Background: an optimization exercise with open tools, aiming at small area, a short achievable clock period and few clock cycles per item. Do not read the settings as production practice. In this exercise RTL edits were held to simulation tests only and were not proved equivalent to the original.

==> run a <==
==> flow/design.v (excerpt) <==
module km_mul_pipe (
    input  logic        clk,
    input  logic        rst,
    input  logic        in_valid,
    output logic        in_ready,
    input  logic        mode,
    input  logic [31:0] in1,
    input  logic [31:0] in2,
    input  logic [3:0]  in_tag,
    output logic        out_valid,
    input  logic        out_ready,
    output logic [3:0]  out_tag,
    output logic [31:0] out_L,
    output logic [31:0] out_H
);
clock: 7.0 ns
lec_check: 0
cap_margin: 20
core_margin: 2
core_utilization: 45
setup_slack_margin: 3.5
slew_margin: 20
standard.sh (not shown) runs the stock make flow with config.mk's settings and CLKGATE_MAP_FILE= SYNTH_SCRIPT=/design/flow/synth_recipe.tcl, a recipe that flattens the netlist after the stock synthesis.
==> flow/flow/run.sh <==
#!/bin/bash
# Layout flow: the standard ORFS flow with two changes.
#  1. The port buffers are buf_2 cells instead of the delay buffer buffer_ports picks.
#  2. Between synthesis and floorplan, flow/fixinv.py removes inverters between
#     full-adder cells by flipping the polarity of some adders (a full adder is
#     self-dual). Registers and their names are untouched.
# Each tool's output goes to a log file in this folder.
set -euo pipefail
W=$(pwd)
R=$W/orfs/results/$FLOW_PLATFORM/km_mul_pipe/base
PB='BUFFER_PORTS_ARGS=-buffer_cell sky130_fd_sc_hd__buf_2'
bash standard.sh "$PB" synth > "$W/flow_synth.log" 2>&1
cp "$R/1_2_yosys.v" "$W/synth_netlist.v"
python3 flow/fixinv.py "$W/synth_netlist.v" "$W/fixed_netlist.v" > "$W/flow_fixinv.log" 2>&1
cat "$W/flow_fixinv.log"
cp "$W/fixed_netlist.v" "$R/1_2_yosys.v"
rm -f "$R/1_synth.odb" "$R/1_synth.sdc"
bash standard.sh "$PB" finish > "$W/flow_finish.log" 2>&1
Other scripts of this flow, unchanged in this note and not shown: flow/flow/fixinv.py
==> run b: changes against run a <==
--- a/flow/config.mk
+++ b/flow/config.mk
@@ -10,3 +10,3 @@
 export CORE_UTILIZATION = 45
-export SETUP_SLACK_MARGIN = 3.5
+export SETUP_SLACK_MARGIN = 3.8
 export SLEW_MARGIN = 20
==> comparison <==
In run b the routed wire length is higher than in run a, by 0.94%. In synthesized area, run a and run b do not differ. In run a the global-route usage is lower than in run b, by 0.46 points. In run a the maximum frequency is smaller than in run b, by about 0.22%. Cell area: run a is smaller than run b (3.6%). Between run a and run b, the lower first-iteration DRC count is in run b (gap about 4%, measured against run b).
==> figures <==
item                                                                                            run b                      run a
Outcome                                                                       complete, no violations    complete, no violations
Post-Place Worst Slack                                                                       2.707 ns                   2.389 ns
Core utilization of the finished layout                                                        0.5646                     0.5444
Fmax                                                                                       0.2665 GHz                 0.2660 GHz
Post-detailed-route wirelength per cell                                                      28.67 um                   28.71 um
Slowest library cell on the worst path                                          sky130_fd_sc_hd__fa_1  sky130_fd_sc_hd__edfxtp_1
Area fraction of clock buffers and clock inverters                                            0.03076                    0.03138
R2R cell count                                                                                      9                         11
Number of design-rule violations left by the first detailed-router iteration                     2949                       3072
Initial antenna violation count                                                                     3                          2
Time the final worst path needs with I/O delays and setup                                    3.752 ns                   3.760 ns
Placed insts                                                                                     3904                       3909
Clock Skew                                                                                 0.03340 ns                 0.03352 ns
Critical path fanouts, max                                                                          7                          6
Testbench counts of run a, summed over its fixed seeds: cycles 8,024, items 8,000.
Testbench counts of run b, summed over its fixed seeds: cycles 8,024, items 8,000.

==> cedar <==
km_mul_pipe again, from the RTL that the note above started with.
Settings: LEC_CHECK=0, CAP_MARGIN=20, CORE_MARGIN=2, CORE_UTILIZATION=45, SETUP_SLACK_MARGIN=3.2, SLEW_MARGIN=20; clock period 7.0 ns.
==> flow/flow/fixinv.py <==
#!/usr/bin/env python3
"""Remove inverters between full-adder cells in a Yosys gate netlist.

A full adder is self-dual: FA(~a, ~b, ~c) = ~FA(a, b, c) for both sum and
carry. Yosys's extract_fa picks each adder's polarity on its own, which leaves
an inverter on many adder-to-adder wires. This script chooses, for every
sky130 fa cell, whether to use it in flipped polarity (inputs and outputs
complemented) so that as few inverters as possible are needed, then rewires
the netlist: each wire that needs its complement gets one inverter, and the
old inverters in those wires are removed. Registers and ports are untouched;
the function of every register input and output port stays the same.

usage: fixinv.py IN.v OUT.v
"""
import re
import sys
from collections import defaultdict

src = open(sys.argv[1]).read()
OUTPINS = {'X', 'Y', 'Q', 'Q_N', 'SUM', 'COUT', 'HI', 'LO'}
PFX = 'sky130_fd_sc_hd__'

m = re.search(r'\bmodule\b.*?;', src, re.S)
body_start = m.end()
body_end = src.rindex('endmodule')
body = src[body_start:body_end]

# split into statements
stmts = []
pos = 0
for mm in re.finditer(r';', body):
    stmts.append(body[pos:mm.end()])
    pos = mm.end()
tail = body[pos:]

ports = set()
for st in stmts:
    s = st.strip()
    mp = re.match(r'(input|output|inout)\s+(\[[^\]]*\]\s*)?(\S+)\s*;', s)
    if mp:
        ports.add(mp.group(3))

inst_re = re.compile(r'^\s*(\S+)\s+(\S+)\s*\((.*)\)\s*;\s*$', re.S)
pin_re = re.compile(r'\.(\w+)\(\s*((?:\\\S+\s)|[^()]*?)\s*\)')

insts = []   # dict(type, name, pins{pin: net}, idx)
for i, st in enumerate(stmts):
    s = st.strip()
    if not s.startswith(PFX):
        continue
    mi = inst_re.match(st)
    if not mi:
        continue
    pins = {}
    for pm in pin_re.finditer(mi.group(3)):
        pins[pm.group(1)] = pm.group(2).strip()
    insts.append({'type': mi.group(1)[len(PFX):], 'name': mi.group(2), 'pins': pins, 'idx': i})


def is_inv(c):
    return re.match(r'inv_\d+$', c['type']) is not None


def is_fa(c):
    return re.match(r'fa_\d+$', c['type']) is not None


def portbase(net):
    return re.sub(r'\s*\[\d+\]$', '', net)


driver = {}
loads = defaultdict(list)
for c in insts:
    for p, n in c['pins'].items():
        if p in OUTPINS:
            driver[n] = (c, p)
        else:
            loads[n].append((c, p))


def isconst(n):
    return "'" in n


def base_of(n):
    par = 0
    while n in driver and is_inv(driver[n][0]):
        n = driver[n][0]['pins']['A']
        par ^= 1
    return n, par


def tree(b):
    """consumer pins of base net b through inverter chains: list of (cell, pin, parity),
    plus the inverters and nets in the tree; None if a port sits inside the tree."""
    cons = []
    invs = []
    nets = []
    stack = [(b, 0)]
    while stack:
        n, par = stack.pop()
        nets.append(n)
        for c, p in loads[n]:
            if is_inv(c):
                invs.append(c)
                stack.append((c['pins']['Y'], par ^ 1))
            else:
                cons.append((c, p, par))
    for n in nets[1:]:
        if portbase(n) in ports:
            return None
    return cons, invs


fas = [c for c in insts if is_fa(c)]
fa_id = {id(c): k for k, c in enumerate(fas)}

# in-scope base nets: driven by an FA, or feeding an FA input
scope = {}
for c in fas:
    for p in ('COUT', 'SUM'):
        n = c['pins'].get(p)
        if n is not None:
            scope[n] = None
    for p in ('A', 'B', 'CIN'):
        n = c['pins'][p]
        if isconst(n):
            continue
        b, _ = base_of(n)
        scope[b] = None
frozen = set()
for b in list(scope):
    if isconst(b):
        del scope[b]
        continue
    t = tree(b)
    if t is None:
        del scope[b]
        continue
    scope[b] = t
# an FA touching an out-of-scope net (or a constant) keeps its polarity
for c in fas:
    ok = True
    for p in ('A', 'B', 'CIN'):
        n = c['pins'][p]
        if isconst(n) or base_of(n)[0] not in scope:
            ok = False
    for p in ('COUT', 'SUM'):
        if c['pins'].get(p) not in scope:
            ok = False
    if not ok:
        frozen.add(fa_id[id(c)])

f = [0] * len(fas)
drv_fa = {}
for b in scope:
    if b in driver and is_fa(driver[b][0]):
        drv_fa[b] = fa_id[id(driver[b][0])]
# nets touching each FA
fa_nets = defaultdict(set)
for b, (cons, invs) in scope.items():
    if b in drv_fa:
        fa_nets[drv_fa[b]].add(b)
    for c, p, par in cons:
        if is_fa(c):
            fa_nets[fa_id[id(c)]].add(b)


def net_cost(b):
    cons, _ = scope[b]
    phys = f[drv_fa[b]] if b in drv_fa else 0
    for c, p, par in cons:
        need = par ^ (f[fa_id[id(c)]] if is_fa(c) else 0)
        if need != phys:
            return 1
    return 0


before = sum(net_cost(b) for b in scope)
old_invs = sum(len(scope[b][1]) for b in scope)
changed = True
rounds = 0
while changed and rounds < 50:
    changed = False
    rounds += 1
    for k in range(len(fas)):
        if k in frozen:
            continue
        ns = fa_nets[k]
        c0 = sum(net_cost(b) for b in ns)
        f[k] ^= 1
        c1 = sum(net_cost(b) for b in ns)
        if c1 < c0:
            changed = True
        else:
            f[k] ^= 1
# annealing on top of the greedy result (deterministic seed)
import math
import random
rng = random.Random(1)
free = [k for k in range(len(fas)) if k not in frozen]
cur = sum(net_cost(b) for b in scope)
best = cur
bestf = list(f)
if free:
    steps = 60 * len(free)
    for it in range(steps):
        T = 1.0 * (1 - it / steps) + 0.02
        k = rng.choice(free)
        ns = fa_nets[k]
        c0 = sum(net_cost(b) for b in ns)
        f[k] ^= 1
        c1 = sum(net_cost(b) for b in ns)
        d = c1 - c0
        if d <= 0 or rng.random() < math.exp(-d / T):
            cur += d
            if cur < best:
                best = cur
                bestf = list(f)
        else:
            f[k] ^= 1
    f[:] = bestf
after = sum(net_cost(b) for b in scope)

# rewrite
newpins = {}     # (cell name, pin) -> net
dead = set()
extra = []
cnt = 0
for b, (cons, invs) in scope.items():
    phys = f[drv_fa[b]] if b in drv_fa else 0
    for c in invs:
        dead.add(c['name'])
    invnet = None
    for c, p, par in cons:
        need = par ^ (f[fa_id[id(c)]] if is_fa(c) else 0)
        if need == phys:
            newpins[(c['name'], p)] = b
        else:
            if invnet is None:
                cnt += 1
                invnet = 'fixinv_n%d' % cnt
                extra.append('  wire %s;\n' % invnet)
                extra.append('  %sinv_1 fixinv_%d (\n    .A(%s),\n    .Y(%s)\n  );\n' % (PFX, cnt, b if not b.startswith('\\') else b + ' ', invnet))
            newpins[(c['name'], p)] = invnet


def fmtnet(n):
    return n + ' ' if n.startswith('\\') else n


out_stmts = []
for c in insts:
    pass
byidx = {c['idx']: c for c in insts}
for i, st in enumerate(stmts):
    c = byidx.get(i)
    if c is None:
        out_stmts.append(st)
        continue
    if c['name'] in dead:
        continue
    if not any((c['name'], p) in newpins for p in c['pins']):
        out_stmts.append(st)
        continue
    pins = dict(c['pins'])
    for p in pins:
        if (c['name'], p) in newpins:
            pins[p] = newpins[(c['name'], p)]
    txt = '\n  %s%s %s (\n%s\n  );' % (PFX, c['type'], c['name'],
                                       ',\n'.join('    .%s(%s)' % (p, fmtnet(n)) for p, n in pins.items()))
    out_stmts.append(txt)

res = src[:body_start] + ''.join(out_stmts) + '\n' + ''.join(extra) + tail + src[body_end:]
open(sys.argv[2], 'w').write(res)
print('fa cells %d (frozen %d), flipped %d; inverters in scope before %d (needed %d), after %d'
      % (len(fas), len(frozen), sum(f), old_invs, before, after))
Scripts as last shown in full above: flow/flow/run.sh
==> delta (differences from cedar) <==
--- a/flow/flow/run.sh
+++ b/flow/flow/run.sh
@@ -3,7 +3,8 @@
 #  1. The port buffers are buf_2 cells instead of the delay buffer buffer_ports picks.
 #  2. Between synthesis and floorplan, flow/fixinv.py removes inverters between
 #     full-adder cells by flipping the polarity of some adders (a full adder is
-#     self-dual). Registers and their names are untouched.
+#     self-dual) and swapping some xor2/xnor2 cells. Registers and their names
+#     are untouched.
 # Each tool's output goes to a log file in this folder.
 set -euo pipefail
 W=$(pwd)
--- a/flow/flow/fixinv.py
+++ b/flow/flow/fixinv.py
@@ -5,8 +5,9 @@
 carry. Yosys's extract_fa picks each adder's polarity on its own, which leaves
 an inverter on many adder-to-adder wires. This script chooses, for every
 sky130 fa cell, whether to use it in flipped polarity (inputs and outputs
-complemented) so that as few inverters as possible are needed, then rewires
-the netlist: each wire that needs its complement gets one inverter, and the
+complemented), and for every xor2/xnor2 cell whose output is handled here,
+whether to swap it for the other one (same size, complemented output), so
+that as few inverters as possible are needed, then rewires the netlist: each wire that needs its complement gets one inverter, and the
 old inverters in those wires are removed. Registers and ports are untouched;
 the function of every register input and output port stays the same.
 
@@ -63,6 +64,16 @@
 
 def is_fa(c):
     return re.match(r'fa_\d+$', c['type']) is not None
+
+
+def is_xo(c):
+    return re.match(r'x(n?)or2_[124]$', c['type']) is not None
+
+
+def outpin(c):
+    for p in ('X', 'Y', 'SUM', 'COUT', 'Q'):
+        if p in c['pins']:
+            return p
 
 
 def portbase(net):
@@ -114,11 +125,13 @@
 
 
 fas = [c for c in insts if is_fa(c)]
+nfa_cells = len(fas)
+fas += [c for c in insts if is_xo(c)]
 fa_id = {id(c): k for k, c in enumerate(fas)}
 
 # in-scope base nets: driven by an FA, or feeding an FA input
 scope = {}
-for c in fas:
+for c in fas[:nfa_cells]:
     for p in ('COUT', 'SUM'):
         n = c['pins'].get(p)
         if n is not None:
@@ -139,8 +152,12 @@
         del scope[b]
         continue
     scope[b] = t
-# an FA touching an out-of-scope net (or a constant) keeps its polarity
-for c in fas:
+# an FA touching an out-of-scope net (or a constant) keeps its polarity;
+# so does an xor gate whose output is not in scope
+for c in fas[nfa_cells:]:
+    if c['pins'].get(outpin(c)) not in scope:
+        frozen.add(fa_id[id(c)])
+for c in fas[:nfa_cells]:
     ok = True
     for p in ('A', 'B', 'CIN'):
         n = c['pins'][p]
@@ -155,7 +172,7 @@
 f = [0] * len(fas)
 drv_fa = {}
 for b in scope:
-    if b in driver and is_fa(driver[b][0]):
+    if b in driver and (is_fa(driver[b][0]) or is_xo(driver[b][0])):
         drv_fa[b] = fa_id[id(driver[b][0])]
 # nets touching each FA
 fa_nets = defaultdict(set)
@@ -165,6 +182,8 @@
     for c, p, par in cons:
         if is_fa(c):
             fa_nets[fa_id[id(c)]].add(b)
+        elif is_xo(c) and id(c) in fa_id:
+            pass
 
 
 def net_cost(b):
@@ -261,7 +280,15 @@
         continue
     if c['name'] in dead:
         continue
-    if not any((c['name'], p) in newpins for p in c['pins']):
+    xflip = is_xo(c) and f[fa_id[id(c)]] == 1
+    if xflip:
+        if c['type'].startswith('xor'):
+            c['type'] = 'xn' + c['type'][1:]
+            c['pins'] = {('Y' if p == 'X' else p): n for p, n in c['pins'].items()}
+        else:
+            c['type'] = 'x' + c['type'][2:]
+            c['pins'] = {('X' if p == 'Y' else p): n for p, n in c['pins'].items()}
+    if not xflip and not any((c['name'], p) in newpins for p in c['pins']):
         out_stmts.append(st)
         continue
     pins = dict(c['pins'])
@@ -274,5 +301,5 @@
 
 res = src[:body_start] + ''.join(out_stmts) + '\n' + ''.join(extra) + tail + src[body_end:]
 open(sys.argv[2], 'w').write(res)
-print('fa cells %d (frozen %d), flipped %d; inverters in scope before %d (needed %d), after %d'
-      % (len(fas), len(frozen), sum(f), old_invs, before, after))
+print('fa cells %d, xor cells %d (frozen %d), flipped %d; inverters in scope before %d (needed %d), after %d'
+      % (nfa_cells, len(fas) - nfa_cells, len(frozen), sum(f), old_invs, before, after))
SETUP_SLACK_MARGIN = 3.0   (was 3.2)
==> results.py <==
metrics = {
    "critical_path": {
        "crit_slowest_cell": "edfxtp_1",
        "critical_path.startpoint": "r1_b_32",
    },
    "detailed_routing": {
        "dr_total_vias": 24400,
    },
    "layout": {
        "inverters": 104,
        "finalNonFillerCells": 3839,
    },
    "die": {
        "die_h_um": 279,
    },
    "outcome": {
        "status": "finished clean",
    },
}
[end of results for delta]
==> results.py <==
metrics = {
    "outcome": {
        "status": "finished clean",
    },
    "layout": {
        "finalNonFillerCells": 4117,
        "inverters": 259,
        "seqCellArea_um2": 10400,
    },
    "global_routing": {
        "grt_pass1_vias": 26500,
    },
    "critical_path": {
        "crit_slowest_cell": "fa_1",
        "critical_path.startpoint": "r1_in1_26",
    },
    "detailed_routing": {
        "dr_total_vias": 25100,
    },
    "clock_tree": {
        "postCtsHoldBufs": 0,
    },
    "die": {
        "die_h_um": 281,
    },
}
[end of results for cedar]
Testbench counts of cedar, summed over its fixed seeds: cycles 8,024, items 8,000.
Testbench counts of delta, summed over its fixed seeds: cycles 8,024, items 8,000.

-- what the ideal ports hide --
The flow's constraints put no driver on any port. The routed layouts listed below were extracted and timed again, unchanged, in two steps.
Step 1: set_driving_cell puts a clkbuf_16 on clk and a buf_2 on each other input, an assumption about the parent block.
Step 2 times the ports against the registers' clock, not the clock port: input delays grow and output delays shrink by t, the midpoint of the rising clock arrivals with the driver on.
Three values: ideal ports, drivers, drivers and shift; two values: the first two.
run	t (ns)	slack for setup (ns)	hold slack, ns	worst setup path at the end	worst slew at a driven data input, ns
run a	0.659	3.240 / 3.240 / 3.240	0.417 / 0.417 / 0.417	register to register	0.03
run b	0.661	3.248 / 3.248 / 3.248	0.414 / 0.414 / 0.414	register to register	0.04
cedar	0.657	3.192 / 3.192 / 3.192	0.418 / 0.418 / 0.418	register to register	0.10
delta	0.649	3.019 / 3.019 / 3.019	0.418 / 0.418 / 0.418	register to register	0.08
After both steps every run listed still meets setup and hold.
